Context: an optimization exercise on an open-source flow, tuned for small area, a short achievable clock period and few clock cycles per item. The choices shown serve that exercise and are no tape-out recipe.
RTL that was checked went through simulation tests only; none was proved equivalent to the original.
For runs 1 to 3, only the layout was checked, not whether the RTL still works.
No activity file was given, so power comes from the tool's default toggle rates.

File: design/flow/design.v
module space_to_depth_address_gen_core #(
  parameter int unsigned DATA_BITS = 32,
  parameter int unsigned DIM_BITS  = 12,
  parameter int unsigned ADDR_BITS = 24
) (
  input  logic                   clk_i,
  input  logic                   rst_ni,
  input  logic                   psel,
  input  logic                   penable,
  input  logic                   pwrite,
  input  logic [4:0]             paddr,
  input  logic [31:0]            pwdata,
  output logic [31:0]            prdata,
  output logic                   pready,
  input  logic                   in_valid_i,
  output logic                   in_ready_o,
  input  logic [DATA_BITS-1:0]   element_value_i,
  output logic                   out_valid_o,
  input  logic                   out_ready_i,
  output logic [DATA_BITS-1:0]   out_value_o,
  output logic [ADDR_BITS-1:0]   out_address_o,
  output logic                   in_range_o,
  output logic                   last_element_o
);
  localparam int unsigned DW = DIM_BITS + 1;
  localparam int unsigned AW = ADDR_BITS;
  logic [6:0]    batch_q;
  logic [DW-1:0] height_q, width_q, chan_q;
  logic [4:0]    block_q;
  logic [2:0]    idx;
  logic          wr_en, hit;
  logic [DW-1:0] rd_d, rd_q;
  assign idx    = paddr[4:2];
  assign wr_en  = psel && penable && pwrite;
  assign hit    = idx < 3'd5;
  assign pready = 1'b1;
  always_ff @(posedge clk_i or negedge rst_ni) begin
    if (!rst_ni) begin
      batch_q  <= 7'd1;
      height_q <= DW'(1);
      width_q  <= DW'(1);
      chan_q   <= DW'(1);
      block_q  <= 5'd1;
    end else if (wr_en) begin
      case (idx)
        3'd0: batch_q  <= pwdata[6:0];
        3'd1: height_q <= pwdata[DW-1:0];
        3'd2: width_q  <= pwdata[DW-1:0];
        3'd3: chan_q   <= pwdata[DW-1:0];
        3'd4: block_q  <= pwdata[4:0];
        default: ;
      endcase
    end
  end
  always_comb begin
    case (idx)
      3'd0:    rd_d = DW'(batch_q);
      3'd1:    rd_d = height_q;
      3'd2:    rd_d = width_q;
      3'd3:    rd_d = chan_q;
      3'd4:    rd_d = DW'(block_q);
      default: rd_d = '0;
    endcase
  end
  always_ff @(posedge clk_i) begin
    rd_q <= rd_d;
  end
  assign prdata = 32'(rd_q);
  function automatic logic [DW-1:0] clamp_dim(input logic [DW-1:0] v);
    clamp_dim = v[DW-1] ? {1'b1, {(DW-1){1'b0}}} : ((v == '0) ? DW'(1) : v);
  endfunction
  logic [6:0]    n_eff;
  logic [DW-1:0] h_eff, w_eff, c_eff;
  logic [4:0]    s_eff;
  assign n_eff = batch_q[6] ? 7'd64 : ((batch_q == '0) ? 7'd1 : batch_q);
  assign s_eff = block_q[4] ? 5'd16 : ((block_q == '0) ? 5'd1 : block_q);
  assign h_eff = clamp_dim(height_q);
  assign w_eff = clamp_dim(width_q);
  assign c_eff = clamp_dim(chan_q);
  logic [8:0] ss_q, k1_q, ss_d;
  logic [9:0] mk2_q;
  assign ss_d = 9'(s_eff) * 9'(s_eff);
  always_ff @(posedge clk_i) begin
    ss_q  <= ss_d;
    k1_q  <= ss_d - 9'(s_eff) + 9'd1;
    mk2_q <= 10'(s_eff) - 10'(ss_d);
  end
  logic                 o_valid_q, s_valid_q, o_free, o_load;
  logic [DATA_BITS-1:0] s_val_q, o_val_q;
  assign in_ready_o = !s_valid_q;
  assign o_free     = !o_valid_q || out_ready_i;
  assign o_load     = o_free && (s_valid_q || in_valid_i);
  always_ff @(posedge clk_i or negedge rst_ni) begin
    if (!rst_ni) begin
      o_valid_q <= 1'b0;
      s_valid_q <= 1'b0;
    end else begin
      o_valid_q <= o_load || (o_valid_q && !out_ready_i);
      s_valid_q <= (s_valid_q || in_valid_i) && !o_free;
    end
  end
  always_ff @(posedge clk_i) begin
    if (!s_valid_q) s_val_q <= element_value_i;
    if (o_load)     o_val_q <= s_valid_q ? s_val_q : element_value_i;
  end
  logic          z_q;
  logic [DW-1:0] cl_q, wl_q, hl_q;
  logic [6:0]    nl_q;
  logic [4:0]    cr_q, rr_q;
  logic          lc_q, lw_q, lh_q, ln_q, cw_q, rw_q, colok_q, rowok_q;
  logic          mc_q, mp_q, mb_q, mr_q, sa_q, sq_q, sr_q, sh_q;
  logic          inr_q, last_q;
  logic [AW-1:0] a_q, q_q, r_q;
  logic [AW-1:0] a_add, q_add, r_add, a_nxt;
  logic [8:0]    a_opd;
  logic [9:0]    q_opd;
  assign a_opd = mc_q ? ss_q : (mb_q ? k1_q : 9'd1);
  assign q_opd = mp_q ? 10'(cr_q) : mk2_q;
  assign a_add = a_q + AW'(a_opd);
  assign q_add = q_q + {{(AW-10){q_opd[9]}}, q_opd};
  assign r_add = r_q + AW'(s_eff);
  assign a_nxt = ({AW{sa_q && !z_q}} & a_add) | ({AW{sq_q && !z_q}} & q_add) |
                 ({AW{sr_q && !z_q}} & r_add) | ({AW{sh_q && !z_q}} & r_q);
  logic lc_d, lw_d, lh_d, ln_d, cw_d, rw_d, colok_d, rowok_d;
  logic [4:0] cr_d, rr_d;
  logic step_w, step_h, step_n;
  assign step_w = !z_q && lc_q;                    
  assign step_h = !z_q && lc_q && lw_q;            
  assign step_n = !z_q && lc_q && lw_q && lh_q;    
  always_comb begin
    lc_d    = lc_q;
    lw_d    = lw_q;
    lh_d    = lh_q;
    ln_d    = ln_q;
    cw_d    = cw_q;
    rw_d    = rw_q;
    cr_d    = cr_q;
    rr_d    = rr_q;
    colok_d = colok_q;
    rowok_d = rowok_q;
    if (z_q || lc_q) lc_d = c_eff == DW'(1);
    else             lc_d = cl_q == DW'(2);
    if (z_q || step_h) begin
      lw_d    = w_eff == DW'(1);
      cr_d    = 5'd1;
      cw_d    = s_eff == 5'd1;
      colok_d = w_eff >= DW'(s_eff);
    end else if (step_w) begin
      lw_d = wl_q == DW'(2);
      if (cw_q) begin
        cr_d    = 5'd1;
        cw_d    = s_eff == 5'd1;
        colok_d = wl_q > DW'(s_eff);
      end else begin
        cr_d = cr_q + 5'd1;
        cw_d = (cr_q + 5'd1) == s_eff;
      end
    end
    if (z_q || step_n) begin
      lh_d    = h_eff == DW'(1);
      rr_d    = 5'd1;
      rw_d    = s_eff == 5'd1;
      rowok_d = h_eff >= DW'(s_eff);
    end else if (step_h) begin
      lh_d = hl_q == DW'(2);
      if (rw_q) begin
        rr_d    = 5'd1;
        rw_d    = s_eff == 5'd1;
        rowok_d = hl_q > DW'(s_eff);
      end else begin
        rr_d = rr_q + 5'd1;
        rw_d = (rr_q + 5'd1) == s_eff;
      end
    end
    if (z_q)         ln_d = n_eff == 7'd1;
    else if (step_n) ln_d = nl_q == 7'd2;
  end
  logic last_d, mr_d;
  assign last_d = lc_d && lw_d && lh_d && ln_d;
  assign mr_d   = lc_d && lw_d && !(lh_d && ln_d);
  always_ff @(posedge clk_i or negedge rst_ni) begin
    if (!rst_ni) begin
      z_q <= 1'b1;
    end else if (wr_en && hit) begin
      z_q <= 1'b1;
    end else if (o_load) begin
      z_q <= last_d;
    end
  end
  always_ff @(posedge clk_i) begin
    if (o_load) begin
      mc_q <= !lc_d;
      mp_q <= lc_d && !lw_d && !cw_d;
      mb_q <= lc_d && !lw_d && cw_d;
      mr_q <= mr_d;
      sa_q <= !lc_d || (lc_d && !lw_d && cw_d) || (mr_d && rw_d && cw_d);
      sq_q <= (lc_d && !lw_d && !cw_d) || (mr_d && rw_d && !cw_d);
      sr_q <= mr_d && !rw_d && rowok_d;
      sh_q <= mr_d && !rw_d && !rowok_d;
    end
  end
  always_ff @(posedge clk_i) begin
    if (o_load) begin
      lc_q    <= lc_d;
      lw_q    <= lw_d;
      lh_q    <= lh_d;
      ln_q    <= ln_d;
      cw_q    <= cw_d;
      rw_q    <= rw_d;
      cr_q    <= cr_d;
      rr_q    <= rr_d;
      colok_q <= colok_d;
      rowok_q <= rowok_d;
      inr_q   <= colok_d && rowok_d;
      last_q  <= last_d;
      cl_q    <= (z_q || lc_q) ? c_eff : cl_q - DW'(1);
      if (z_q || step_h)  wl_q <= w_eff;
      else if (step_w)    wl_q <= wl_q - DW'(1);
      if (z_q || step_n)  hl_q <= h_eff;
      else if (step_h)    hl_q <= hl_q - DW'(1);
      if (z_q)            nl_q <= n_eff;
      else if (step_n)    nl_q <= nl_q - 7'd1;
      a_q <= a_nxt;
      if (z_q || mb_q || mr_q) q_q <= a_nxt;
      if (z_q || mr_q)         r_q <= a_nxt;
    end
  end
  assign out_valid_o    = o_valid_q;
  assign out_value_o    = o_val_q;
  assign out_address_o  = inr_q ? a_q : '0;
  assign in_range_o     = inr_q;
  assign last_element_o = last_q;
endmodule
File: design/flow/run.sh
#!/bin/bash
# synth_recipe.tcl (not shown) runs the flow's synth.tcl, then flattens the netlist and writes it again
# the make line also repeats each setting of config.mk as NAME=value (left out here)
make -C /OpenROAD-flow-scripts/flow DESIGN_CONFIG=/design/flow/config.mk WORK_HOME=/design/flow/orfs CLKGATE_MAP_FILE= SYNTH_SCRIPT=/design/flow/synth_recipe.tcl finish
File: design/flow/config.mk
export PLATFORM = sky130hd
export DESIGN_NAME = space_to_depth_address_gen_core
export DESIGN_NICKNAME = space_to_depth_address_gen_core
export VERILOG_FILES = /design/flow/design.v
export SDC_FILE = /design/flow/constraint.sdc
export NUM_CORES = 4
export LEC_CHECK = 0
export ABC_CLOCK_PERIOD_IN_PS = 3000
export CAP_MARGIN = 20
export CORE_MARGIN = 2
export CORE_UTILIZATION = 40
export SETUP_SLACK_MARGIN = 5
export SLEW_MARGIN = 20
File: design/flow/constraint.sdc
create_clock -name core_clock -period 10.0 [get_ports {clk_i}]
set_input_delay 2.0000 -clock core_clock [delete_from_list [all_inputs] [get_ports {clk_i}]]
set_output_delay 2.0000 -clock core_clock [all_outputs]
set_load 0.01 [all_outputs]
==> PnR_summary.wiki, run 1 <==
{| class="wikitable"
! Metric !! Value
|-
| Final HPWL from detailed placement || 30530 µm
|-
| Via count of the first global-routing pass || 12390
|-
| Antenna violations before repair || 0
|-
| Sequential area share after synthesis || 0.4885
|-
| Sum Neg Setup Slack || 0 ps
|-
| Number of I/O pins || 169
|-
| Max-cap violations || 0
|-
| Horizontal extent of the die || 207.4 µm
|-
| Area Overhead vs Synth || 18.05%
|-
| Syn Std Cell Area || 16550 µm²
|-
| Clock tree from TritonCTS || yes
|-
| Slew at the pin closest to its max-slew limit || 1235 ps
|-
| Setup repair after global routing missed its margin || false
|-
| H-tree depth reported by CTS || 2
|-
| Starting utilization of the core area || 0.4053
|-
| Sink Count || 301
|-
| Critical Setup Path Class || reg2reg
|-
| Post-Route WL || 42780 µm
|-
| Layout cell share with drive strength beyond 1 || 0.1152
|-
| Routed via count || 12380
|-
| Class of the tightest hold or removal check || reg2reg
|-
| Clock tree buffer depth || 3
|-
| Overall die area || 43020 µm²
|-
| Sequential cell area || 8088 µm²
|-
| Largest net degree at the start of global routing || 73
|-
| CP startpoint kind || flip-flop
|-
| Worst clock skew || 29.54 ps
|-
| Outcome || timing/DRC/antenna clean
|-
| Achievable frequency || 210.6 MHz
|-
| Synth async-reset ratio || 0.1794
|-
| Post-route fraction of the period consumed by the critical path || 0.4749
|-
| Final number of setup-violating endpoints || 0
|-
| IO buf count || 127
|-
| Number of warnings printed during yosys synthesis || 1
|-
| Number of flops mapped to enable cells by yosys || 178
|-
| Power density over the cells || 237.6 nW/µm²
|-
| Cell chosen for the clock root || sky130_fd_sc_hd__clkbuf_16
|-
| RD Place Congestion || 0.8890
|-
| Overall die height || 207.4 µm
|-
| Mean instance size in the synthesized netlist || 10.86 µm²
|-
| Number of flip-flops and latches in the synthesized netlist || 301
|-
| Clock latency reported for the late side of the worst-skew pair || 570 ps
|-
| Critical Path End Type || flip-flop
|-
| Largest voltage drop on the vdd net || 0.1697 mV
|-
| Iteration-0 DRC count of the detailed router || 776
|-
| Remaining design rule violation count || 0
|-
| Via-to-Cell Ratio || 5.605
|-
| Worst Min Path Start || s_val_q[31]
|-
| R2R Setup Slk || 5250 ps
|-
| Core Area || 40830 µm²
|-
| Leading register cell type out of synthesis || sky130_fd_sc_hd__edfxtp_1
|-
| Most frequent cells in the layout || sky130_fd_sc_hd__edfxtp_1 (178), sky130_fd_sc_hd__clkdlybuf4s50_1 (126), sky130_fd_sc_hd__nand2_1 (103)
|-
| Number of nets in the finished design || 1821
|-
| LEAKAGE || 7.337 nW
|-
| Global-route wire length before repair || 68030 µm
|-
| Endpoint of the lowest-slack register-to-register path || k1_q[8]
|-
| Critical path required time || 10470 ps
|-
| Multi-input logic area || 8004 µm²
|-
| Tightest slew margin relative to the limit || 0.1770
|-
| Hold endpoint || s_val_q[31]
|-
| Critical path data arrival time || 5220 ps
|-
| Num rows || 74
|-
| Clock-pin slew on the worst setup and hold paths || 60 ps
|-
| Total routing resource utilization after global routing || 0.1975
|-
| Detail Route Antenna Nets || 0
|-
| Antenna fix cells || 0
|-
| Inserted Clock Buffers || 36
|-
| Filler cells || 3736
|-
| GRT Residual Overflow || 0
|-
| Fin crit period || 4749 ps
|-
| Highest net fanout along the worst path || 12
|-
| Commonest non-fill, non-tap cell in the layout || sky130_fd_sc_hd__edfxtp_1
|-
| Instance count of the mapped netlist || 1524
|-
| Cell depth of the worst min-delay path || 1
|-
| Detail-routed net length per standard cell || 19.37 µm
|-
| Drt first pass iters || 5
|-
| Count of hold buffers inserted by post-cts repair || 0
|-
| FF-to-FF path depth || 17
|-
| Count of final max-slew check failures || 0
|-
| Final hold violations || 0
|-
| Final standard cell utilization of the core || 0.4785
|-
| Count of different cell masters after synthesis || 88
|-
| Worst R2R Start || block_q[4]
|}
## routing by layer
layer | global-route usage | wire length [µm] | part of all wire | vias up
met4 | 0.07389 | 1369 | 0.032 | 0
li1 | - | - | - | 5830
met1 | 0.2555 | 18450 | 0.43 | 6068
met3 | 0.03419 | 2414 | 0.056 | 90
met2 | 0.3314 | 20540 | 0.48 | 387
met5 | 0 | 0 | 0 | -
## logic make-up after synthesis
| group | share of synthesized area |
|---|---|
| other | 0.0004538 |
| xor gates and xnor gates | 0.05216 |
| adders and majority gates | 0.07666 |
| muxes | 0.07310 |
| DFF | 0.4885 |
| and+or+nand+nor | 0.1473 |
| AOI/OAI and AO/OA | 0.1269 |
| buffers and inverters | 0.03500 |
## how the worst max path moves through the flow
stage	start	endpoint	slack, ps
global route	block_q[4]	k1_q[8]	5010
finish	block_q[4]	k1_q[8]	5250
global placement	block_q[4]	k1_q[8]	4180
detailed placement	block_q[4]	k1_q[8]	4090
CTS	block_q[4]	k1_q[8]	5070
floorplan	block_q[4]	k1_q[8]	5010
## sequential cells by signal (all words and copies together), names as in the netlist, 5 cells and up
register,count
o_val_q,32
nl_q,7
cl_q,13
chan_q,13
mk2_q,9
width_q,13
rr_q,5
ss_q,8
cr_q,5
block_q,5
s_val_q,32
q_q,24
height_q,13
batch_q,7
hl_q,13
wl_q,13
k1_q,7
a_q,24
r_q,24
rd_q,13
## critical path, stage by stage, from the launching register on
cell	delay [ps]
sky130_fd_sc_hd__dfrtp_2	480
sky130_fd_sc_hd__inv_8	140
sky130_fd_sc_hd__nand2_4	130
sky130_fd_sc_hd__inv_2	130
sky130_fd_sc_hd__nand2_1	120
sky130_fd_sc_hd__fa_1	530
sky130_fd_sc_hd__fa_1	450
sky130_fd_sc_hd__fa_1	540
sky130_fd_sc_hd__inv_1	40
sky130_fd_sc_hd__ha_1	350
sky130_fd_sc_hd__nor2b_1	210
sky130_fd_sc_hd__a221o_1	390
sky130_fd_sc_hd__a211oi_4	190
sky130_fd_sc_hd__ha_1	310
sky130_fd_sc_hd__a21oi_2	180
sky130_fd_sc_hd__o22ai_1	100
sky130_fd_sc_hd__a21oi_1	190
sky130_fd_sc_hd__xor2_1	150
## cell type report
class,instances,share of cell area
clock buffer,57,0.05392
clock inverter,8,0.004739
inverter,51,0.01037
multi-input combinational,1110,0.4097
sequential,301,0.4140
tap,532,0.03407
timing repair buffer,149,0.07326
## through the flow
stage          instance area [µm²]  total power (W)  hold slack [ps]  worst slack [ps]  cells
4_1_cts                      19510         0.004670            472.7              5074   2208
5_1_grt                      19540         0.004924            485.0              5006   2208
6_report                     19540         0.004641            468.9              5251   2208
3_3_place_gp                 18320         0.003314            451.2              4181   2138
3_5_place_dp                 18320         0.003348            459.5              4092   2138
2_1_floorplan                16630         0.002849            446.1              5013   1545
## cells in the mapped netlist, drive strengths merged (4+ instances only)
master	number	area, µm²
nor4b	6	67.56
inv	51	191.4
nor2	94	355.3
nor4	20	131.4
mux2i	14	140.1
o21a	14	105.1
nand2b	24	150.1
o21ai	103	515.5
fa	9	180.2
o22ai	15	93.84
a22oi	6	45.04
o21bai	5	37.54
dfxtp	69	1381
a221oi	6	52.55
ha	87	1089
nand3b	18	135.1
or2	5	33.78
nor2b	37	231.5
edfxtp	178	5345
mux2	91	1025
xor2	45	394.1
or3	10	62.56
xnor2	51	446.7
nand3	35	175.2
dfrtp	48	1201
a221o	7	70.07
nor3	32	160.2
and3	5	31.28
nand2	104	390.4
o211ai	13	97.59
dfstp	6	157.7
buf	23	162.6
or4	8	63.81
a31oi	16	100.1
a21oi	58	290.3
and2	32	200.2
a21o	19	142.6
clkbuf	60	225.2
o31ai	4	30.03
nor3b	5	37.54
a22o	6	52.55
nand4	19	118.9
a211oi	11	100.1
## power breakdown
part / switching, W / internal, W
clock: 0.000533 / 0.000757
combinational: 0.000883 / 0.000678
sequential: 0.000183 / 0.00161
total: 0.00160 / 0.00304
## what timing repair did
action,in CTS,in global routing
endpoints found under the setup margin,11,2
buffers inserted,5,0
pin swaps,1,0
resized for setup,7,5
==> inputs of run 2 (changes only) <==
--- a/design/flow/design.v
+++ b/design/flow/design.v
@@ -77,13 +77,18 @@
   assign h_eff = clamp_dim(height_q);
   assign w_eff = clamp_dim(width_q);
   assign c_eff = clamp_dim(chan_q);
-  logic [8:0] ss_q, k1_q, ss_d;
+  localparam logic [32*9-1:0] SS_TAB = {
+    9'd256, 9'd256, 9'd256, 9'd256, 9'd256, 9'd256, 9'd256, 9'd256, 9'd256, 9'd256, 9'd256, 9'd256, 9'd256, 9'd256, 9'd256, 9'd256, 9'd225, 9'd196, 9'd169, 9'd144, 9'd121, 9'd100, 9'd81, 9'd64, 9'd49, 9'd36, 9'd25, 9'd16, 9'd9, 9'd4, 9'd1, 9'd1};
+  localparam logic [32*9-1:0] K1_TAB = {
+    9'd241, 9'd241, 9'd241, 9'd241, 9'd241, 9'd241, 9'd241, 9'd241, 9'd241, 9'd241, 9'd241, 9'd241, 9'd241, 9'd241, 9'd241, 9'd241, 9'd211, 9'd183, 9'd157, 9'd133, 9'd111, 9'd91, 9'd73, 9'd57, 9'd43, 9'd31, 9'd21, 9'd13, 9'd7, 9'd3, 9'd1, 9'd1};
+  localparam logic [32*10-1:0] MK2_TAB = {
+    10'd784, 10'd784, 10'd784, 10'd784, 10'd784, 10'd784, 10'd784, 10'd784, 10'd784, 10'd784, 10'd784, 10'd784, 10'd784, 10'd784, 10'd784, 10'd784, 10'd814, 10'd842, 10'd868, 10'd892, 10'd914, 10'd934, 10'd952, 10'd968, 10'd982, 10'd994, 10'd1004, 10'd1012, 10'd1018, 10'd1022, 10'd0, 10'd0};
+  logic [8:0] ss_q, k1_q;
   logic [9:0] mk2_q;
-  assign ss_d = 9'(s_eff) * 9'(s_eff);
-  always_ff @(posedge clk_i) begin
-    ss_q  <= ss_d;
-    k1_q  <= ss_d - 9'(s_eff) + 9'd1;
-    mk2_q <= 10'(s_eff) - 10'(ss_d);
+  always_ff @(posedge clk_i) begin
+    ss_q  <= SS_TAB[9*block_q +: 9];
+    k1_q  <= K1_TAB[9*block_q +: 9];
+    mk2_q <= MK2_TAB[10*block_q +: 10];
   end
   logic                 o_valid_q, s_valid_q, o_free, o_load;
   logic [DATA_BITS-1:0] s_val_q, o_val_q;
@@ -220,14 +225,14 @@
       else if (step_h)    hl_q <= hl_q - DW'(1);
       if (z_q)            nl_q <= n_eff;
       else if (step_n)    nl_q <= nl_q - 7'd1;
-      a_q <= a_nxt;
+      a_q <= (colok_d && rowok_d) ? a_nxt : '0;
       if (z_q || mb_q || mr_q) q_q <= a_nxt;
       if (z_q || mr_q)         r_q <= a_nxt;
     end
   end
   assign out_valid_o    = o_valid_q;
   assign out_value_o    = o_val_q;
-  assign out_address_o  = inr_q ? a_q : '0;
+  assign out_address_o  = a_q;
   assign in_range_o     = inr_q;
   assign last_element_o = last_q;
 endmodule
==> design/flow/flow/run.sh (new file) <==
#!/bin/bash
# Own layout flow: the standard synthesis (standard.sh synth, unchanged),
# then the standard ORFS layout steps with two extra knobs:
#  - port buffers of a small plain buffer cell instead of the resizer's pick
#  - timing repair aimed at a larger setup margin
# Each step's output goes to its own log in this folder; ORFS's per-stage
# logs are under orfs/logs/.
set -euo pipefail
MARGIN=${MARGIN:-7}
PORTBUF=${PORTBUF:-sky130_fd_sc_hd__buf_2}
[[ -f flow/params.sh ]] && source flow/params.sh
bash standard.sh synth > synth.log 2>&1
sed 's/"\${@:-finish}"/SETUP_SLACK_MARGIN='"$MARGIN"' BUFFER_PORTS_ARGS="-buffer_cell '"$PORTBUF"'" "${@:-finish}"/' standard.sh > layout.sh
grep -q "SETUP_SLACK_MARGIN=$MARGIN" layout.sh
bash layout.sh > layout.log 2>&1
==> design/flow/flow/params.sh (new file) <==
MARGIN=7
==> design/flow/standard.sh (new file) <==
#!/bin/bash
# synth_recipe.tcl (not shown) runs the flow's synth.tcl, then flattens the netlist and writes it again
# the make line also repeats each setting of config.mk as NAME=value (left out here)
make -C /OpenROAD-flow-scripts/flow DESIGN_CONFIG=/design/flow/config.mk WORK_HOME=/design/flow/orfs CLKGATE_MAP_FILE= SYNTH_SCRIPT=/design/flow/synth_recipe.tcl "${@:-finish}"
--- a/design/flow/config.mk
+++ b/design/flow/config.mk
@@ -9,5 +9,4 @@
 export CAP_MARGIN = 20
 export CORE_MARGIN = 2
 export CORE_UTILIZATION = 40
-export SETUP_SLACK_MARGIN = 5
 export SLEW_MARGIN = 20
removed: design/flow/run.sh
==> run 2 against run 1 <==
Global-route usage rose by 1.7 points; wire length rose by 9.0%; clock skew fell by 15 ps; combinational power rose by 12%; synthesized cell count fell by 1.8%; hold slack barely moved; die area fell by 1.4%; clock power rose by 4%; critical endpoint is now a_q[15].
==> PnR_summary.wiki, run 2 <==
{| class="wikitable"
! Metric !! Value
|-
| Outcome || timing/DRC/antenna clean
|-
| Most common cell in the synthesized netlist || sky130_fd_sc_hd__edfxtp_1
|-
| Mean instance size in the synthesized netlist || 10.91 µm²
|-
| Largest area contributor in the synthesized netlist || sky130_fd_sc_hd__edfxtp_1
|-
| Max-cap violations || 0
|-
| Overall die height || 206.0 µm
|-
| Commonest non-fill, non-tap cell in the layout || sky130_fd_sc_hd__edfxtp_1
|-
| LEAKAGE || 8.209 nW
|-
| Largest net degree at the start of global routing || 55
|-
| FF-to-FF path depth || 16
|-
| Fin crit period || 3339 ps
|-
| Number of flops mapped to enable cells by yosys || 178
|-
| R2R Setup Slk || 6660 ps
|-
| Iteration-0 DRC count of the detailed router || 874
|-
| Count of final max-slew check failures || 0
|-
| Sum Neg Setup Slack || 0 ps
|-
| Highest net fanout along the worst path || 4
|-
| Num rows || 73
|-
| Critical Path End Type || flip-flop
|-
| IO buf count || 127
|-
| Clock tree buffer depth || 3
|-
| Global-route wire length before repair || 70390 µm
|-
| Instance count of the mapped netlist || 1496
|-
| Number of nets in the finished design || 1888
|-
| Post-Route WL || 46630 µm
|-
| Clock latency reported for the late side of the worst-skew pair || 550 ps
|-
| Critical path data arrival time || 3640 ps
|-
| Critical path, cell by cell || inv_4 -> ha_4 -> nor3b_4 -> o21ai_4 -> inv_4 -> buf_12 -> ha_4 -> buf_4 -> buf_6 -> a211oi_4 -> o21bai_2 -> a21o_4 -> and4_1 -> a211o_1 -> a221o_1 -> nor3b_1
|-
| Final HPWL from detailed placement || 29510 µm
|-
| Count of hold buffers inserted by post-cts repair || 0
|-
| Final hold violations || 0
|-
| H-tree depth reported by CTS || 2
|-
| Area Overhead vs Synth || 28.46%
|-
| Final Power || 0.004820 W
|-
| Horizontal extent of the die || 206.0 µm
|-
| CP startpoint || block_q[0]
|-
| Via count of the first global-routing pass || 12580
|-
| Synth async-reset ratio || 0.1806
|-
| CP startpoint kind || flip-flop
|-
| Layout cell share with drive strength beyond 1 || 0.3364
|-
| Inserted Clock Buffers || 36
|-
| Worst clock skew || 14.72 ps
|-
| RD Place Congestion || 0.8511
|-
| Critical path required time || 10300 ps
|-
| Share of the synthesized area in the top cell type || 0.3276
|-
| Sink Count || 299
|-
| Class of the tightest hold or removal check || reg2reg
|-
| Critical Setup Path Class || reg2reg
|-
| Leading registers by flop count || o_val_q x32, s_val_q x32
|-
| Number of flip-flops and latches in the synthesized netlist || 299
|-
| Detail Route Antenna Nets || 0
|-
| Core Area || 40010 µm²
|-
| Largest voltage drop on the vdd net || 0.1709 mV
|-
| Cell types occupying the most area after synthesis || sky130_fd_sc_hd__edfxtp_1 (33%), sky130_fd_sc_hd__dfxtp_1 (8.2%), sky130_fd_sc_hd__dfrtp_1 (7.4%)
|-
| Endpoint of the lowest-slack register-to-register path || a_q[15]
|-
| Power density over the cells || 229.9 nW/µm²
|-
| Tightest slew margin relative to the limit || 0.3496
|-
| Number of warnings printed during yosys synthesis || 1
|-
| Final number of setup-violating endpoints || 0
|-
| Number of I/O pins || 169
|-
| DP Area || 17700 µm²
|-
| GRT Residual Overflow || 0
|-
| Starting utilization of the core area || 0.4079
|-
| Sequential area share after synthesis || 0.4931
|-
| Antenna fix cells || 0
|-
| Slew at the pin closest to its max-slew limit || 973.5 ps
|-
| Antenna violations before repair || 0
|-
| Remaining design rule violation count || 0
|-
| Routed via count || 12890
|-
| Detail-routed net length per standard cell || 20.38 µm
|-
| Critical Path End || a_q[15]
|-
| Leading register cell type out of synthesis || sky130_fd_sc_hd__edfxtp_1
|-
| Commonest cells post-synth || sky130_fd_sc_hd__edfxtp_1 (178), sky130_fd_sc_hd__nand2_1 (113), sky130_fd_sc_hd__nor2_1 (97)
|-
| Clock tree from TritonCTS || yes
|-
| Overall die area || 42420 µm²
|-
| Total routing resource utilization after global routing || 0.2148
|-
| Most frequent cells in the layout || sky130_fd_sc_hd__edfxtp_1 (178), sky130_fd_sc_hd__buf_2 (118), sky130_fd_sc_hd__nand2_1 (108)
|-
| Filler cells || 3540
|-
| Post-route fraction of the period consumed by the critical path || 0.3339
|-
| Worst path bufs/invs || 5
|-
| Count of different cell masters after synthesis || 92
|-
| Setup repair after global routing missed its margin || true
|-
| Cell family with the largest share of critical-path delay || compound AO/OA/AOI/OAI gates
|-
| Clock-pin slew on the worst setup and hold paths || 60 ps
|-
| Via-to-Cell Ratio || 5.635
|-
| Post-Layout Inst Area || 20960 µm²
|-
| Drt first pass iters || 5
|-
| Cell chosen for the clock root || sky130_fd_sc_hd__clkbuf_16
|-
| Syn Std Cell Area || 16320 µm²
|-
| Count of cell instances traversed by the critical path || 16
|-
| CP max-delay cell || sky130_fd_sc_hd__dfstp_2
|-
| Highest cell delay on the worst timing path || 560 ps
|-
| Worst R2R Start || block_q[0]
|-
| Achievable frequency || 299.5 MHz
|}
[run 2: cell families after synthesis]
family          after synthesis  synth area share
compound gates              339            0.1379
xor+xnor                     83           0.04455
other cells                   2         0.0004603
mux                         110           0.07845
flops                       299            0.4931
fa+ha+maj                    77           0.06043
buf+inv                     127           0.03711
simple gates                459            0.1480
[run 2: where the power goes]
group / switching (W) / internal (W)
clock network: 0.000530 / 0.000814
logic: 0.000924 / 0.000812
registers: 0.000167 / 0.00157
[run 2: timing repair]
item,4_1_cts,5_1_grt
cloned,8,5
resized for setup,94,87
buffers inserted,71,41
pin swaps,52,45
endpoints found under the hold margin,0,0
endpoints found under the setup margin,286,206
[run 2: layout make-up]
cell class                      count  area, µm²  share of cell area
Tap cell                          525      656.9             0.03134
Timing Repair inverter              3      22.52            0.001074
Multi-Input combinational cell   1091       8763              0.4181
Inverter                           45      193.9            0.009252
Timing Repair Buffer              259       2056             0.09807
Clock inverter                     11      140.1            0.006685
Sequential cell                   299       8065              0.3848
Clock buffer                       55       1064             0.05074
[run 2: stage by stage]
step / setup WS [ps] / hold slack (ps) / util / cells
6_report: 6661 / 468.8 / 0.5240 / 2288
5_1_grt: 6547 / 485.7 / 0.5240 / 2288
4_1_cts: 6688 / 470.8 / 0.5040 / 2242
3_5_place_dp: 5000 / 458.0 / 0.4424 / 2097
3_3_place_gp: 5076 / 451.3 / 0.4424 / 2097
2_1_floorplan: 5687 / 391.7 / - / 1514
[run 2: layer usage]
metal | GRT usage | wire length (µm) | part of all wire | up-vias
met5 | 0 | 0 | 0 | -
met4 | 0.07194 | 1450 | 0.031 | 0
met3 | 0.03469 | 2743 | 0.059 | 100
met2 | 0.3552 | 22260 | 0.48 | 420
met1 | 0.2866 | 20170 | 0.43 | 6341
li1 | - | - | - | 6033
[run 2: worst min-delay path by stage]
stage | slack (ps) | depth (start not counted) | end | start
CTS | 470 | 1 | s_val_q[28] | s_val_q[28]
global route | 490 | 1 | s_val_q[28] | s_val_q[28]
detailed placement | 460 | 1 | s_val_q[6] | s_val_q[6]
global placement | 450 | 1 | s_val_q[6] | s_val_q[6]
floorplan | 390 | 0 | ss_q[8] | block_q[4]
finish | 470 | 1 | s_val_q[6] | s_val_q[6]
[run 2: worst register-to-register path, stage by stage (launching register included)]
cell and delay [ps]:
sky130_fd_sc_hd__dfstp_2 560, sky130_fd_sc_hd__inv_4 40, sky130_fd_sc_hd__ha_4 150, sky130_fd_sc_hd__nor3b_4 160, sky130_fd_sc_hd__o21ai_4 170, sky130_fd_sc_hd__inv_4 80, sky130_fd_sc_hd__buf_12 130, sky130_fd_sc_hd__ha_4 150
sky130_fd_sc_hd__buf_4 130, sky130_fd_sc_hd__buf_6 110, sky130_fd_sc_hd__a211oi_4 220, sky130_fd_sc_hd__o21bai_2 110, sky130_fd_sc_hd__a21o_4 240, sky130_fd_sc_hd__and4_1 190, sky130_fd_sc_hd__a211o_1 220, sky130_fd_sc_hd__a221o_1 280
sky130_fd_sc_hd__nor3b_1 140
==> inputs of run 3 (changes only) <==
==> design/flow/flow/params.sh (replaced) <==
MARGIN=5
==> run 3 against run 2 <==
Setup slack worse by 1200 ps; cell area down 12%; non-clock buffer count down 114; core utilization down 6.1 points; global-route usage down 1.8 points; hold slack better by 0.88 ps; highest routed layer is now met5; sequential power about the same.
==> PnR_summary.wiki, run 3 <==
{| class="wikitable"
! Metric !! Value
|-
| Outcome || timing/DRC/antenna clean
|-
| Syn Std Cell Area || 16320 µm²
|-
| Core Area || 40010 µm²
|-
| Leading register cell type out of synthesis || sky130_fd_sc_hd__edfxtp_1
|-
| Clock latency reported for the late side of the worst-skew pair || 550 ps
|-
| Total routing resource utilization after global routing || 0.1970
|-
| Class of the tightest hold or removal check || reg2reg
|-
| Max-cap violations || 0
|-
| Leading registers by flop count || o_val_q x32, s_val_q x32
|-
| H-tree depth reported by CTS || 2
|-
| Instance count of the mapped netlist || 1496
|-
| Count of final max-slew check failures || 0
|-
| Tightest slew margin relative to the limit || 0.3645
|-
| Drt first pass iters || 5
|-
| Largest net degree at the start of global routing || 55
|-
| Final Power || 0.004255 W
|-
| CP startpoint || block_q[1]
|-
| Worst path bufs/invs || 3
|-
| Cell depth of the worst min-delay path || 1
|-
| Critical path, cell by cell || inv_2 -> ha_1 -> nor3b_2 -> o21ai_1 -> inv_1 -> ha_1 -> inv_1 -> fa_1 -> nor2b_1 -> o31ai_1 -> a21boi_1 -> o21ai_0 -> a221oi_1 -> nand2_1
|-
| Via-to-Cell Ratio || 5.571
|-
| Post-route fraction of the period consumed by the critical path || 0.4585
|-
| LEAKAGE || 7.227 nW
|-
| Critical path data arrival time || 4850 ps
|-
| Flop pwr share || 0.409
|-
| Mean instance size in the synthesized netlist || 10.91 µm²
|-
| Worst R2R Start || block_q[1]
|-
| GRT Residual Overflow || 0
|-
| Synth async-reset ratio || 0.1806
|-
| Sequential area share after synthesis || 0.4931
|-
| Setup repair bufs after CTS || 0
|-
| Count of cell instances traversed by the critical path || 14
|-
| Layout cell share with drive strength beyond 1 || 0.2063
|-
| Multi-input logic area || 7736 µm²
|-
| Worst clock skew || 15.50 ps
|-
| Antenna fix cells || 0
|-
| Cell chosen for the clock root || sky130_fd_sc_hd__clkbuf_16
|-
| Cell types occupying the most area after synthesis || sky130_fd_sc_hd__edfxtp_1 (33%), sky130_fd_sc_hd__dfxtp_1 (8.2%), sky130_fd_sc_hd__dfrtp_1 (7.4%)
|-
| Final HPWL from detailed placement || 29350 µm
|-
| Most frequent cells in the layout || sky130_fd_sc_hd__edfxtp_1 (178), sky130_fd_sc_hd__buf_2 (127), sky130_fd_sc_hd__nand2_1 (113)
|-
| Critical path required time || 10270 ps
|-
| CP max-delay cell || sky130_fd_sc_hd__dfrtp_1
|-
| Switching part of the total || 0.3351
|-
| Number of flip-flops and latches in the synthesized netlist || 299
|-
| Achievable frequency || 218.1 MHz
|-
| Commonest cells post-synth || sky130_fd_sc_hd__edfxtp_1 (178), sky130_fd_sc_hd__nand2_1 (113), sky130_fd_sc_hd__nor2_1 (97)
|-
| Most common cell in the synthesized netlist || sky130_fd_sc_hd__edfxtp_1
|-
| Filler cells || 3764
|-
| Number of flops mapped to enable cells by yosys || 178
|-
| Fin crit period || 4585 ps
|-
| Area Overhead vs Synth || 13.54%
|-
| Count of different cell masters after synthesis || 92
|-
| Sink Count || 299
|-
| Clock tree from TritonCTS || yes
|-
| Highest net fanout along the worst path || 12
|-
| Horizontal extent of the die || 206.0 µm
|-
| Detail-routed net length per standard cell || 19.15 µm
|-
| FF-to-FF path depth || 14
|-
| Largest voltage drop on the vdd net || 0.1516 mV
|-
| Sequential cell area || 8045 µm²
|-
| Clock-pin slew on the worst setup and hold paths || 60 ps
|-
| Critical Path End || q_q[8]
|-
| Number of I/O pins || 169
|-
| Power density over the cells || 229.7 nW/µm²
|-
| Starting utilization of the core area || 0.4079
|-
| Number of nets in the finished design || 1768
|-
| Overall die area || 42420 µm²
|-
| Sum Neg Setup Slack || 0 ps
|-
| Int Power || 0.002829 W
|-
| Number of warnings printed during yosys synthesis || 1
|-
| IO buf count || 127
|-
| Slew at the pin closest to its max-slew limit || 952.6 ps
|-
| Worst hold slack || 469.7 ps
|-
| Count of hold buffers inserted by post-cts repair || 0
|-
| Post-CTS resize count || 0
|-
| Final number of setup-violating endpoints || 0
|-
| Critical Path End Type || flip-flop
|-
| Final hold violations || 0
|-
| Clock group share of total power || 0.297
|-
| Critical Setup Path Class || reg2reg
|-
| RD Place Congestion || 0.8908
|-
| Combinational group share of total power || 0.294
|-
| Num rows || 73
|-
| Largest area contributor in the synthesized netlist || sky130_fd_sc_hd__edfxtp_1
|-
| Antenna violations before repair || 1
|-
| Global-route wire length before repair || 65520 µm
|-
| P_sw || 0.001426 W
|-
| CP startpoint kind || flip-flop
|-
| Setup repair after global routing missed its margin || false
|-
| Highest cell delay on the worst timing path || 570 ps
|-
| Remaining design rule violation count || 0
|-
| Commonest non-fill, non-tap cell in the layout || sky130_fd_sc_hd__edfxtp_1
|-
| Detail Route Antenna Nets || 0
|-
| Via count of the first global-routing pass || 11910
|-
| Overall die height || 206.0 µm
|-
| R2R Setup Slk || 5410 ps
|-
| Routed via count || 12080
|-
| Post-Route WL || 41510 µm
|-
| Cell family with the largest share of critical-path delay || compound AO/OA/AOI/OAI gates
|-
| Clock tree buffer depth || 3
|-
| Inserted Clock Buffers || 36
|-
| Iteration-0 DRC count of the detailed router || 809
|-
| Share of the synthesized area in the top cell type || 0.3276
|-
| Endpoint of the lowest-slack register-to-register path || q_q[8]
|}
run 3: cell types whose count changed in the layout (fill, tap and decap cells not counted), moves of 11 or more:
cell	previous run	this run
sky130_fd_sc_hd__buf_12	14	1
sky130_fd_sc_hd__mux2_2	65	91
sky130_fd_sc_hd__mux2_4	27	0
sky130_fd_sc_hd__ha_1	61	74
sky130_fd_sc_hd__buf_4	98	17
sky130_fd_sc_hd__buf_6	20	0
sky130_fd_sc_hd__o21ai_0	60	73
sky130_fd_sc_hd__nor3b_1	6	17
sky130_fd_sc_hd__ha_4	12	0
sky130_fd_sc_hd__a21oi_1	53	64
run 3: area by class of cell:
class                   count  area share
flip-flops and latches    299      0.4343
inverters                  45    0.009320
clock buffers              49     0.05497
clock inverters            17    0.006146
well taps                 525     0.03546
multi-input cells        1088      0.4176
repair buffers            145     0.04228
run 3: cell families after synthesis:
kind of cell / synth area share
buf+inv: 0.03711
flops: 0.4931
simple gates: 0.1480
xor+xnor: 0.04455
fa+ha+maj: 0.06043
other cells: 0.0004603
compound gates: 0.1379
mux: 0.07845
run 3: routing by layer:
layer / GRT usage / share of wire
met5: 0 / 0.00031
met4: 0.06633 / 0.027
met3: 0.03910 / 0.049
met2: 0.3166 / 0.47
met1: 0.2657 / 0.46
run 3: metrics by stage:
step                std cells  setup slack [ps]  utilization  instance area [µm²]
floorplan                1514              5170            -                16390
global placement         2101              5022       0.4343                17370
detailed placement       2102              5476       0.4348                17390
CTS                      2168              5456       0.4631                18530
global route             2168              5083       0.4631                18530
finish                   2168              5415       0.4631                18530
run 3: worst min path at each step:
stage                 from           to  slack (ps)
2_1_floorplan   block_q[4]      ss_q[8]         390
3_3_place_gp   s_val_q[10]  s_val_q[10]         450
3_5_place_dp   s_val_q[10]  s_val_q[10]         460
4_1_cts        s_val_q[10]  s_val_q[10]         470
5_1_grt        s_val_q[30]  s_val_q[30]         480
6_report       s_val_q[10]  s_val_q[10]         470
run 3: power groups by stage:
| stage | clock network, W | logic (W) | registers (W) |
|---|---|---|---|
| 2_1_floorplan | 0 | 0.000931 | 0.00171 |
| 3_3_place_gp | 0 | 0.00122 | 0.00176 |
| 3_5_place_dp | 0 | 0.00124 | 0.00176 |
| 4_1_cts | 0.00129 | 0.00125 | 0.00174 |
| 5_1_grt | 0.00134 | 0.00140 | 0.00177 |
| 6_report | 0.00126 | 0.00125 | 0.00174 |
==> inputs of run 4 (changes only) <==
--- a/design/flow/design.v
+++ b/design/flow/design.v
@@ -83,12 +83,14 @@
     9'd241, 9'd241, 9'd241, 9'd241, 9'd241, 9'd241, 9'd241, 9'd241, 9'd241, 9'd241, 9'd241, 9'd241, 9'd241, 9'd241, 9'd241, 9'd241, 9'd211, 9'd183, 9'd157, 9'd133, 9'd111, 9'd91, 9'd73, 9'd57, 9'd43, 9'd31, 9'd21, 9'd13, 9'd7, 9'd3, 9'd1, 9'd1};
   localparam logic [32*10-1:0] MK2_TAB = {
     10'd784, 10'd784, 10'd784, 10'd784, 10'd784, 10'd784, 10'd784, 10'd784, 10'd784, 10'd784, 10'd784, 10'd784, 10'd784, 10'd784, 10'd784, 10'd784, 10'd814, 10'd842, 10'd868, 10'd892, 10'd914, 10'd934, 10'd952, 10'd968, 10'd982, 10'd994, 10'd1004, 10'd1012, 10'd1018, 10'd1022, 10'd0, 10'd0};
-  logic [8:0] ss_q, k1_q;
-  logic [9:0] mk2_q;
-  always_ff @(posedge clk_i) begin
-    ss_q  <= SS_TAB[9*block_q +: 9];
-    k1_q  <= K1_TAB[9*block_q +: 9];
-    mk2_q <= MK2_TAB[10*block_q +: 10];
+  logic [8:0] ss_t, k1_t;
+  logic [9:0] mk2_t;
+  assign ss_t  = SS_TAB[9*block_q +: 9];
+  assign k1_t  = K1_TAB[9*block_q +: 9];
+  assign mk2_t = MK2_TAB[10*block_q +: 10];
+  logic [4:0] s_q;
+  always_ff @(posedge clk_i) begin
+    s_q <= s_eff;
   end
   logic                 o_valid_q, s_valid_q, o_free, o_load;
   logic [DATA_BITS-1:0] s_val_q, o_val_q;
@@ -113,17 +115,15 @@
   logic [6:0]    nl_q;
   logic [4:0]    cr_q, rr_q;
   logic          lc_q, lw_q, lh_q, ln_q, cw_q, rw_q, colok_q, rowok_q;
-  logic          mc_q, mp_q, mb_q, mr_q, sa_q, sq_q, sr_q, sh_q;
+  logic          mb_q, mr_q, sa_q, sq_q, sr_q, sh_q;
   logic          inr_q, last_q;
   logic [AW-1:0] a_q, q_q, r_q;
   logic [AW-1:0] a_add, q_add, r_add, a_nxt;
-  logic [8:0]    a_opd;
-  logic [9:0]    q_opd;
-  assign a_opd = mc_q ? ss_q : (mb_q ? k1_q : 9'd1);
-  assign q_opd = mp_q ? 10'(cr_q) : mk2_q;
-  assign a_add = a_q + AW'(a_opd);
-  assign q_add = q_q + {{(AW-10){q_opd[9]}}, q_opd};
-  assign r_add = r_q + AW'(s_eff);
+  logic [8:0]    a_opd_q;
+  logic [9:0]    q_opd_q;
+  assign a_add = a_q + AW'(a_opd_q);
+  assign q_add = q_q + {{(AW-10){q_opd_q[9]}}, q_opd_q};
+  assign r_add = r_q + AW'(s_q);
   assign a_nxt = ({AW{sa_q && !z_q}} & a_add) | ({AW{sq_q && !z_q}} & q_add) |
                  ({AW{sr_q && !z_q}} & r_add) | ({AW{sh_q && !z_q}} & r_q);
   logic lc_d, lw_d, lh_d, ln_d, cw_d, rw_d, colok_d, rowok_d;
@@ -194,8 +194,8 @@
   end
   always_ff @(posedge clk_i) begin
     if (o_load) begin
-      mc_q <= !lc_d;
-      mp_q <= lc_d && !lw_d && !cw_d;
+      a_opd_q <= !lc_d ? ss_t : ((lc_d && !lw_d && cw_d) ? k1_t : 9'd1);
+      q_opd_q <= (lc_d && !lw_d && !cw_d) ? 10'(cr_d) : mk2_t;
       mb_q <= lc_d && !lw_d && cw_d;
       mr_q <= mr_d;
       sa_q <= !lc_d || (lc_d && !lw_d && cw_d) || (mr_d && rw_d && cw_d);
==> design/flow/flow/params.sh (replaced) <==
MARGIN=7
--- a/design/flow/config.mk
+++ b/design/flow/config.mk
@@ -9,4 +9,6 @@
 export CAP_MARGIN = 20
 export CORE_MARGIN = 2
 export CORE_UTILIZATION = 40
+export CTS_BUF_LIST = sky130_fd_sc_hd__clkbuf_8
+export CTS_CLUSTER_SIZE = 30
 export SLEW_MARGIN = 20
==> run 4 against run 3 <==
Area after synthesis is 1.4% higher; sequential power hardly changed; sequential cell count fell by 1; clock skew increased by 7.9 ps; synthesized cell count rose by 3.0%; largest power group unchanged.
==> PnR_summary.wiki, run 4 <==
{| class="wikitable"
! Metric !! Value
|-
| Outcome || timing/DRC/antenna clean
|-
| Overall die area || 42990 µm²
|-
| Slew at the pin closest to its max-slew limit || 1012 ps
|-
| Count of different cell masters after synthesis || 89
|-
| Horizontal extent of the die || 207.3 µm
|-
| Fin crit period || 3291 ps
|-
| Total routing resource utilization after global routing || 0.2086
|-
| Count of hold buffers inserted by post-cts repair || 0
|-
| Most frequent cells in the layout || sky130_fd_sc_hd__edfxtp_1 (194), sky130_fd_sc_hd__buf_2 (117), sky130_fd_sc_hd__nand2_1 (103)
|-
| Count of final max-slew check failures || 0
|-
| Max-cap violations || 0
|-
| Sink Count || 298
|-
| Clock group share of total power || 0.258
|-
| Detail-routed net length per standard cell || 19.91 µm
|-
| Worst clock skew || 23.40 ps
|-
| Critical Setup Path Class || reg2out
|-
| CP max-delay cell || sky130_fd_sc_hd__dfrtp_1
|-
| Clock tree buffer depth || 3
|-
| FF-to-FF path depth || 18
|-
| Clock latency reported for the late side of the worst-skew pair || 640 ps
|-
| Number of warnings printed during yosys synthesis || 1
|-
| Routed via count || 13120
|-
| Via-to-Cell Ratio || 5.610
|-
| Most common cell in the synthesized netlist || sky130_fd_sc_hd__edfxtp_1
|-
| Worst R2R Start || block_q[0]
|-
| R2R Setup Slk || 6780 ps
|-
| Critical Path End Type || output port
|-
| Mean instance size in the synthesized netlist || 10.73 µm²
|-
| Number of I/O pins || 169
|-
| Antenna fix cells || 0
|-
| Clock tree from TritonCTS || yes
|-
| LEAKAGE || 8.059 nW
|-
| Cell family with the largest share of critical-path delay || flip-flops
|-
| Worst path bufs/invs || 3
|-
| Core Area || 40830 µm²
|-
| Synth async-reset ratio || 0.1812
|-
| Overall die height || 207.3 µm
|-
| Tightest slew margin relative to the limit || 0.3222
|-
| Clock-pin slew on the worst setup and hold paths || 70 ps
|-
| Leading register cell type out of synthesis || sky130_fd_sc_hd__edfxtp_1
|-
| Critical path required time || 8000 ps
|-
| Post-Route WL || 46560 µm
|-
| Leading registers by flop count || o_val_q x32, s_val_q x32
|-
| Antenna violations before repair || 0
|-
| Inserted Clock Buffers || 51
|-
| Layout cell share with drive strength beyond 1 || 0.3018
|-
| Int Power || 0.002896 W
|-
| Remaining design rule violation count || 0
|-
| Largest area contributor in the synthesized netlist || sky130_fd_sc_hd__edfxtp_1
|-
| P_sw || 0.001565 W
|-
| Critical path, cell by cell || buf_12 -> clkinv_4 -> buf_6
|-
| Commonest non-fill, non-tap cell in the layout || sky130_fd_sc_hd__edfxtp_1
|-
| Largest voltage drop on the vdd net || 0.1598 mV
|-
| Syn Std Cell Area || 16540 µm²
|-
| Final HPWL from detailed placement || 31000 µm
|-
| Final number of setup-violating endpoints || 0
|-
| Number of flip-flops and latches in the synthesized netlist || 298
|-
| Iteration-0 DRC count of the detailed router || 1033
|-
| Final hold violations || 0
|-
| Area Overhead vs Synth || 24.48%
|-
| Highest cell delay on the worst timing path || 410 ps
|-
| Cell chosen for the clock root || sky130_fd_sc_hd__clkbuf_8
|-
| Sequential area share after synthesis || 0.4949
|-
| Starting utilization of the core area || 0.4050
|-
| Global-route wire length before repair || 71430 µm
|-
| Largest net degree at the start of global routing || 55
|-
| Num rows || 74
|-
| Drt first pass iters || 6
|-
| IO buf count || 127
|-
| Detail Route Antenna Nets || 0
|-
| Number of nets in the finished design || 1911
|-
| Cell depth of the worst min-delay path || 1
|-
| Share of the synthesized area in the top cell type || 0.3522
|-
| Flop pwr share || 0.390
|-
| Power density over the cells || 216.7 nW/µm²
|-
| Combinational group share of total power || 0.352
|-
| CP startpoint kind || flip-flop
|-
| H-tree depth reported by CTS || 2
|-
| Hold endpoint || s_val_q[13]
|-
| GRT Residual Overflow || 0
|-
| Filler cells || 3702
|-
| Post-route fraction of the period consumed by the critical path || 0.3291
|-
| Endpoint of the lowest-slack register-to-register path || a_q[8]
|-
| Instance count of the mapped netlist || 1541
|-
| Achievable frequency || 303.9 MHz
|-
| Final standard cell utilization of the core || 0.5042
|-
| Critical path data arrival time || 1290 ps
|-
| Switching part of the total || 0.3509
|-
| Number of flops mapped to enable cells by yosys || 194
|-
| RD Place Congestion || 0.8864
|-
| Setup repair after global routing missed its margin || true
|-
| Via count of the first global-routing pass || 12930
|-
| Highest net fanout along the worst path || 2
|-
| Class of the tightest hold or removal check || reg2reg
|-
| Worst Min Path Start || s_val_q[13]
|-
| Commonest cells post-synth || sky130_fd_sc_hd__edfxtp_1 (194), sky130_fd_sc_hd__nor2_1 (107), sky130_fd_sc_hd__nand2_1 (105)
|-
| Sum Neg Setup Slack || 0 ps
|-
| Cell types occupying the most area after synthesis || sky130_fd_sc_hd__edfxtp_1 (35%), sky130_fd_sc_hd__dfrtp_1 (7.3%), sky130_fd_sc_hd__dfxtp_1 (6.1%)
|}
## run 4: area by class of cell
class                      instances  area, µm²  area share
timing repair inverter             3      22.52    0.001094
timing repair buffer             227       1658     0.08053
multi-input combinational       1126       8723      0.4237
tap                              532      665.6     0.03233
sequential                       298       8207      0.3986
inverter                          56      236.5     0.01149
clock buffer                      63      867.1     0.04212
clock inverter                    33      207.7     0.01009
## run 4: power groups by stage
stage / Sequential (W) / Clock (W) / Combinational, W
2_1_floorplan: 0.00170 / 0 / 0.000908
3_3_place_gp: 0.00176 / 0 / 0.00119
3_5_place_dp: 0.00177 / 0 / 0.00121
4_1_cts: 0.00173 / 0.00118 / 0.00142
5_1_grt: 0.00176 / 0.00123 / 0.00171
6_report: 0.00174 / 0.00115 / 0.00157
## run 4: worst max-delay path by stage
stage / slack [ps] / endpoint / from / cells past startpoint
3_5_place_dp: 4800 / q_q[21] / in_valid_i / 6
6_report: 6710 / in_ready_o / s_valid_q / 3
5_1_grt: 6640 / in_ready_o / s_valid_q / 3
2_1_floorplan: 5380 / q_q[0] / out_ready_i / 4
3_3_place_gp: 4870 / q_q[19] / in_valid_i / 6
4_1_cts: 6660 / in_ready_o / s_valid_q / 3
## run 4: kinds of logic (layout without fill, tap and decap cells)
logic type | Yosys count | in the layout | share of synthesized area
AND/OR/NAND/NOR | 482 | 483 | 0.1526
AO/OA/AOI/OAI | 372 | 373 | 0.1450
flip-flops | 298 | 298 | 0.4949
buffers and inverters | 137 | 382 | 0.03805
multiplexers | 104 | 104 | 0.07293
adder cells (fa/ha/maj) | 74 | 74 | 0.05704
XOR/XNOR | 72 | 72 | 0.03896
other | 2 | 20 | 0.0004541
## run 4: metrics by stage
stage | instance area, µm² | setup slack [ps] | std cells | hold slack, ps | total power, W
global placement | 17860 | 4868 | 2150 | 451.0 | 0.002958
CTS | 19880 | 6657 | 2307 | 472.4 | 0.004330
floorplan | 16950 | 5381 | 1559 | 368.0 | 0.002611
global route | 20590 | 6638 | 2338 | 482.4 | 0.004698
detailed placement | 17860 | 4798 | 2150 | 458.3 | 0.002980
finish | 20590 | 6709 | 2338 | 469.6 | 0.004461
## run 4: repair_timing
| item | in CTS | in global routing |
|---|---|---|
| setup buffers | 55 | 28 |
| resized for setup | 89 | 95 |
| pin swaps | 15 | 36 |
| endpoints found under the setup margin | 310 | 188 |
| endpoints found under the hold margin | 0 | 0 |
| cloned | 6 | 3 |
## run 4: metal layers
metal,track usage,part of all wire,vias up
met5,0,0,-
met1,0.2756,0.43,6343
met4,0.08498,0.036,0
met2,0.3410,0.47,453
met3,0.03510,0.057,113
li1,-,-,6207
Testbench counts of run 4, summed over its fixed seeds: cycles 53,572, items 52,758.
==> inputs of run 5 (changes only) <==
--- a/design/flow/config.mk
+++ b/design/flow/config.mk
@@ -9,6 +9,4 @@
 export CAP_MARGIN = 20
 export CORE_MARGIN = 2
 export CORE_UTILIZATION = 40
-export CTS_BUF_LIST = sky130_fd_sc_hd__clkbuf_8
-export CTS_CLUSTER_SIZE = 30
 export SLEW_MARGIN = 20
==> run 5 against run 4 <==
Still clean; synthesized cell count stayed put; clock skew decreased by 8.8 ps; global-route usage up 0.10 points; critical endpoint unchanged; highest routed layer unchanged.
==> PnR_summary.wiki, run 5 <==
{| class="wikitable"
! Metric !! Value
|-
| P_sw || 0.001543 W
|-
| Commonest non-fill, non-tap cell in the layout || sky130_fd_sc_hd__edfxtp_1
|-
| Leading register cell type out of synthesis || sky130_fd_sc_hd__edfxtp_1
|-
| Via count of the first global-routing pass || 12730
|-
| Area Overhead vs Synth || 25.00%
|-
| Critical path, cell by cell || buf_12 -> clkinv_4 -> buf_6
|-
| Core Area || 40830 µm²
|-
| Cell chosen for the clock root || sky130_fd_sc_hd__clkbuf_16
|-
| Iteration-0 DRC count of the detailed router || 1235
|-
| Layout cell share with drive strength beyond 1 || 0.2901
|-
| Starting utilization of the core area || 0.4050
|-
| Detail Route Antenna Nets || 0
|-
| RD Place Congestion || 0.8864
|-
| Switching part of the total || 0.3388
|-
| Largest net degree at the start of global routing || 55
|-
| Post-layout worst setup margin || 6827 ps
|-
| Number of flops mapped to enable cells by yosys || 194
|-
| Number of flip-flops and latches in the synthesized netlist || 298
|-
| Count of hold buffers inserted by post-cts repair || 0
|-
| Mean instance size in the synthesized netlist || 10.73 µm²
|-
| Synth async-reset ratio || 0.1812
|-
| Largest area contributor in the synthesized netlist || sky130_fd_sc_hd__edfxtp_1
|-
| Instance count of the mapped netlist || 1541
|-
| Max-cap violations || 0
|-
| Critical Setup Path Class || reg2out
|-
| Flop pwr share || 0.381
|-
| Class of the tightest hold or removal check || reg2reg
|-
| Number of nets in the finished design || 1898
|-
| Critical path data arrival time || 1170 ps
|-
| Achievable frequency || 315.1 MHz
|-
| Detail-routed net length per standard cell || 20.29 µm
|-
| Largest voltage drop on the vdd net || 0.1529 mV
|-
| Power density over the cells || 220.2 nW/µm²
|-
| Final number of setup-violating endpoints || 0
|-
| Routed via count || 13030
|-
| Post-Route WL || 46810 µm
|-
| LEAKAGE || 8.052 nW
|-
| Num rows || 74
|-
| Placement-stage worst setup slack || 4798 ps
|-
| IO buf count || 127
|-
| Cell family with the largest share of critical-path delay || flip-flops
|-
| CP startpoint kind || flip-flop
|-
| Worst path bufs/invs || 3
|-
| Clock tree buffer depth || 3
|-
| Overall die height || 207.3 µm
|-
| Slew at the pin closest to its max-slew limit || 1050 ps
|-
| Critical path required time || 8000 ps
|-
| Setup repair after global routing missed its margin || true
|-
| Share of the synthesized area in the top cell type || 0.3522
|-
| Post-route fraction of the period consumed by the critical path || 0.3173
|-
| Overall die area || 42990 µm²
|-
| Commonest cells post-synth || sky130_fd_sc_hd__edfxtp_1 (194), sky130_fd_sc_hd__nor2_1 (107), sky130_fd_sc_hd__nand2_1 (105)
|-
| Int Power || 0.003010 W
|-
| Clock-pin slew on the worst setup and hold paths || 60 ps
|-
| Global-route wire length before repair || 71990 µm
|-
| Inserted Clock Buffers || 34
|-
| Final hold violations || 0
|-
| Multi-input logic area || 8757 µm²
|-
| Highest net fanout along the worst path || 2
|-
| Highest cell delay on the worst timing path || 410 ps
|-
| Sequential area share after synthesis || 0.4949
|-
| CP max-delay cell || sky130_fd_sc_hd__dfrtp_1
|-
| Cell types occupying the most area after synthesis || sky130_fd_sc_hd__edfxtp_1 (35%), sky130_fd_sc_hd__dfrtp_1 (7.3%), sky130_fd_sc_hd__dfxtp_1 (6.1%)
|-
| Horizontal extent of the die || 207.3 µm
|-
| Via-to-Cell Ratio || 5.649
|-
| Total routing resource utilization after global routing || 0.2097
|-
| Most frequent cells in the layout || sky130_fd_sc_hd__edfxtp_1 (194), sky130_fd_sc_hd__buf_2 (123), sky130_fd_sc_hd__nand2_1 (102)
|-
| Filler cells || 3657
|-
| Final HPWL from detailed placement || 31000 µm
|-
| GRT Residual Overflow || 0
|-
| Sum Neg Setup Slack || 0 ps
|-
| Number of I/O pins || 169
|-
| Count of different cell masters after synthesis || 89
|-
| Combinational group share of total power || 0.346
|-
| Count of final max-slew check failures || 0
|-
| Number of warnings printed during yosys synthesis || 1
|-
| Tightest slew margin relative to the limit || 0.2966
|-
| Clock group share of total power || 0.272
|-
| Critical Path End Type || output port
|-
| Clock latency reported for the late side of the worst-skew pair || 520 ps
|-
| Fin crit period || 3173 ps
|-
| Leading registers by flop count || o_val_q x32, s_val_q x32
|-
| Outcome || timing/DRC/antenna clean
|-
| R2R Setup Slk || 6860 ps
|-
| H-tree depth reported by CTS || 2
|-
| Sequential cell area || 8199 µm²
|-
| Remaining design rule violation count || 0
|-
| Most common cell in the synthesized netlist || sky130_fd_sc_hd__edfxtp_1
|-
| Antenna fix cells || 0
|-
| Sink Count || 298
|-
| Antenna violations before repair || 0
|-
| Drt first pass iters || 6
|-
| Clock tree from TritonCTS || yes
|-
| Worst clock skew || 14.55 ps
|-
| Syn Std Cell Area || 16540 µm²
|}
-- run 5: changes by cell type in the layout (fill, tap and decap cells not counted), moves of 3 or more --
| cell | previous run | this run |
|---|---|---|
| sky130_fd_sc_hd__dfxtp_2 | 7 | 0 |
| sky130_fd_sc_hd__buf_6 | 17 | 10 |
| sky130_fd_sc_hd__dfxtp_1 | 43 | 50 |
| sky130_fd_sc_hd__clkbuf_16 | 1 | 38 |
| sky130_fd_sc_hd__clkbuf_1 | 0 | 9 |
| sky130_fd_sc_hd__a21oi_4 | 8 | 5 |
| sky130_fd_sc_hd__inv_1 | 60 | 47 |
| sky130_fd_sc_hd__clkbuf_8 | 63 | 2 |
| sky130_fd_sc_hd__buf_2 | 117 | 123 |
| sky130_fd_sc_hd__clkinv_2 | 9 | 4 |
-- run 5: final timing paths --
kind                       startpoint         end  cells after the start
hold reg to reg            s_val_q[0]  s_val_q[0]                      1
hold / removal             s_val_q[0]  s_val_q[0]                      1
max in group asynchronous      rst_ni  block_q[4]                      2
min in group asynchronous      rst_ni   o_valid_q                      2
setup reg to reg           block_q[0]     a_q[15]                     15
setup / recovery            s_valid_q  in_ready_o                      3
-- run 5: metal layers --
layer | track usage | part of all wire
met2 | 0.3518 | 0.48
met1 | 0.2835 | 0.44
met3 | 0.02557 | 0.050
met4 | 0.06552 | 0.030
met5 | 0 | 0
-- run 5: layout make-up --
| cell class | count | area share |
|---|---|---|
| multi-input cells | 1128 | 0.4236 |
| repair inverters | 3 | 0.001089 |
| well taps | 532 | 0.03220 |
| clock inverters | 13 | 0.005447 |
| repair buffers | 229 | 0.08183 |
| inverters | 56 | 0.01144 |
| flip-flops and latches | 298 | 0.3966 |
| clock buffers | 48 | 0.04775 |
-- run 5: stage by stage --
stage | area, µm² | std cells | total power (W) | utilization | hold slack [ps]
2_1_floorplan | 16950 | 1559 | 0.002611 | - | 368.0
3_3_place_gp | 17860 | 2150 | 0.002958 | 0.4373 | 451.0
3_5_place_dp | 17860 | 2150 | 0.002980 | 0.4373 | 458.3
4_1_cts | 20030 | 2278 | 0.004434 | 0.4905 | 472.3
5_1_grt | 20670 | 2307 | 0.004784 | 0.5063 | 481.4
6_report | 20670 | 2307 | 0.004553 | 0.5063 | 469.3
-- run 5: kinds of logic (layout without fill, tap and decap cells) --
kind of cell    Yosys count  count (layout)  synth area share
simple gates            482             483            0.1526
flops                   298             298            0.4949
other cells               2              20         0.0004541
mux                     104             104           0.07293
xor+xnor                 72              72           0.03896
buf+inv                 137             349           0.03805
fa+ha+maj                74              74           0.05704
compound gates          372             375            0.1450
-- run 5: what timing repair did --
action                                 CTS  global route
gates cloned                            10             3
endpoints found under the hold margin    0             0
resized for setup                       95            79
setup endpoints to repair              305           175
pin swaps                               18            35
setup buffers                           57            26
-- run 5: power by group through the flow --
stage,clock (W),sequential [W],combinational (W)
global route,0.00131,0.00176,0.00172
floorplan,0,0.00170,0.000908
detailed placement,0,0.00177,0.00121
finish,0.00124,0.00174,0.00158
global placement,0,0.00176,0.00119
CTS,0.00126,0.00173,0.00144

## static timing again, ports no longer ideal
The flow's constraints put no driver on any port. The routed layouts listed below were extracted and timed again, unchanged, in two steps.
Step 1, drivers: a clkbuf_16 drives clk_i and a buf_2 each remaining input, both assumed.
Step 2 times the ports against the registers' clock, not the clock port: input delays grow and output delays shrink by t, the midpoint of the rising clock arrivals with the driver on.
Three values: no drivers, after step 1, after step 2; two values: the first two.
run	t (ns)	slack for setup (ns)	worst setup path at the end	latest minus earliest clock arrival (ns)	slew at the worst register clock pin (ns)
run 1	0.603	5.251 / 5.251 / 5.251	register to register	0.030 / 0.030	0.06 / 0.06
run 2	0.597	6.661 / 6.661 / 6.430	input to register	0.020 / 0.020	0.06 / 0.06
run 3	0.590	5.415 / 5.415 / 5.415	register to register	0.016 / 0.016	0.06 / 0.06
run 4	0.673	6.709 / 6.661 / 6.396	input to register	0.023 / 0.023	0.07 / 0.07
run 5	0.559	6.827 / 6.775 / 6.516	input to register	0.015 / 0.015	0.06 / 0.06
After both steps every run listed still meets setup and hold. For run 4, which loses most, drivers alone change the setup slack by -0.048 ns; drivers and shift together by -0.313 ns.
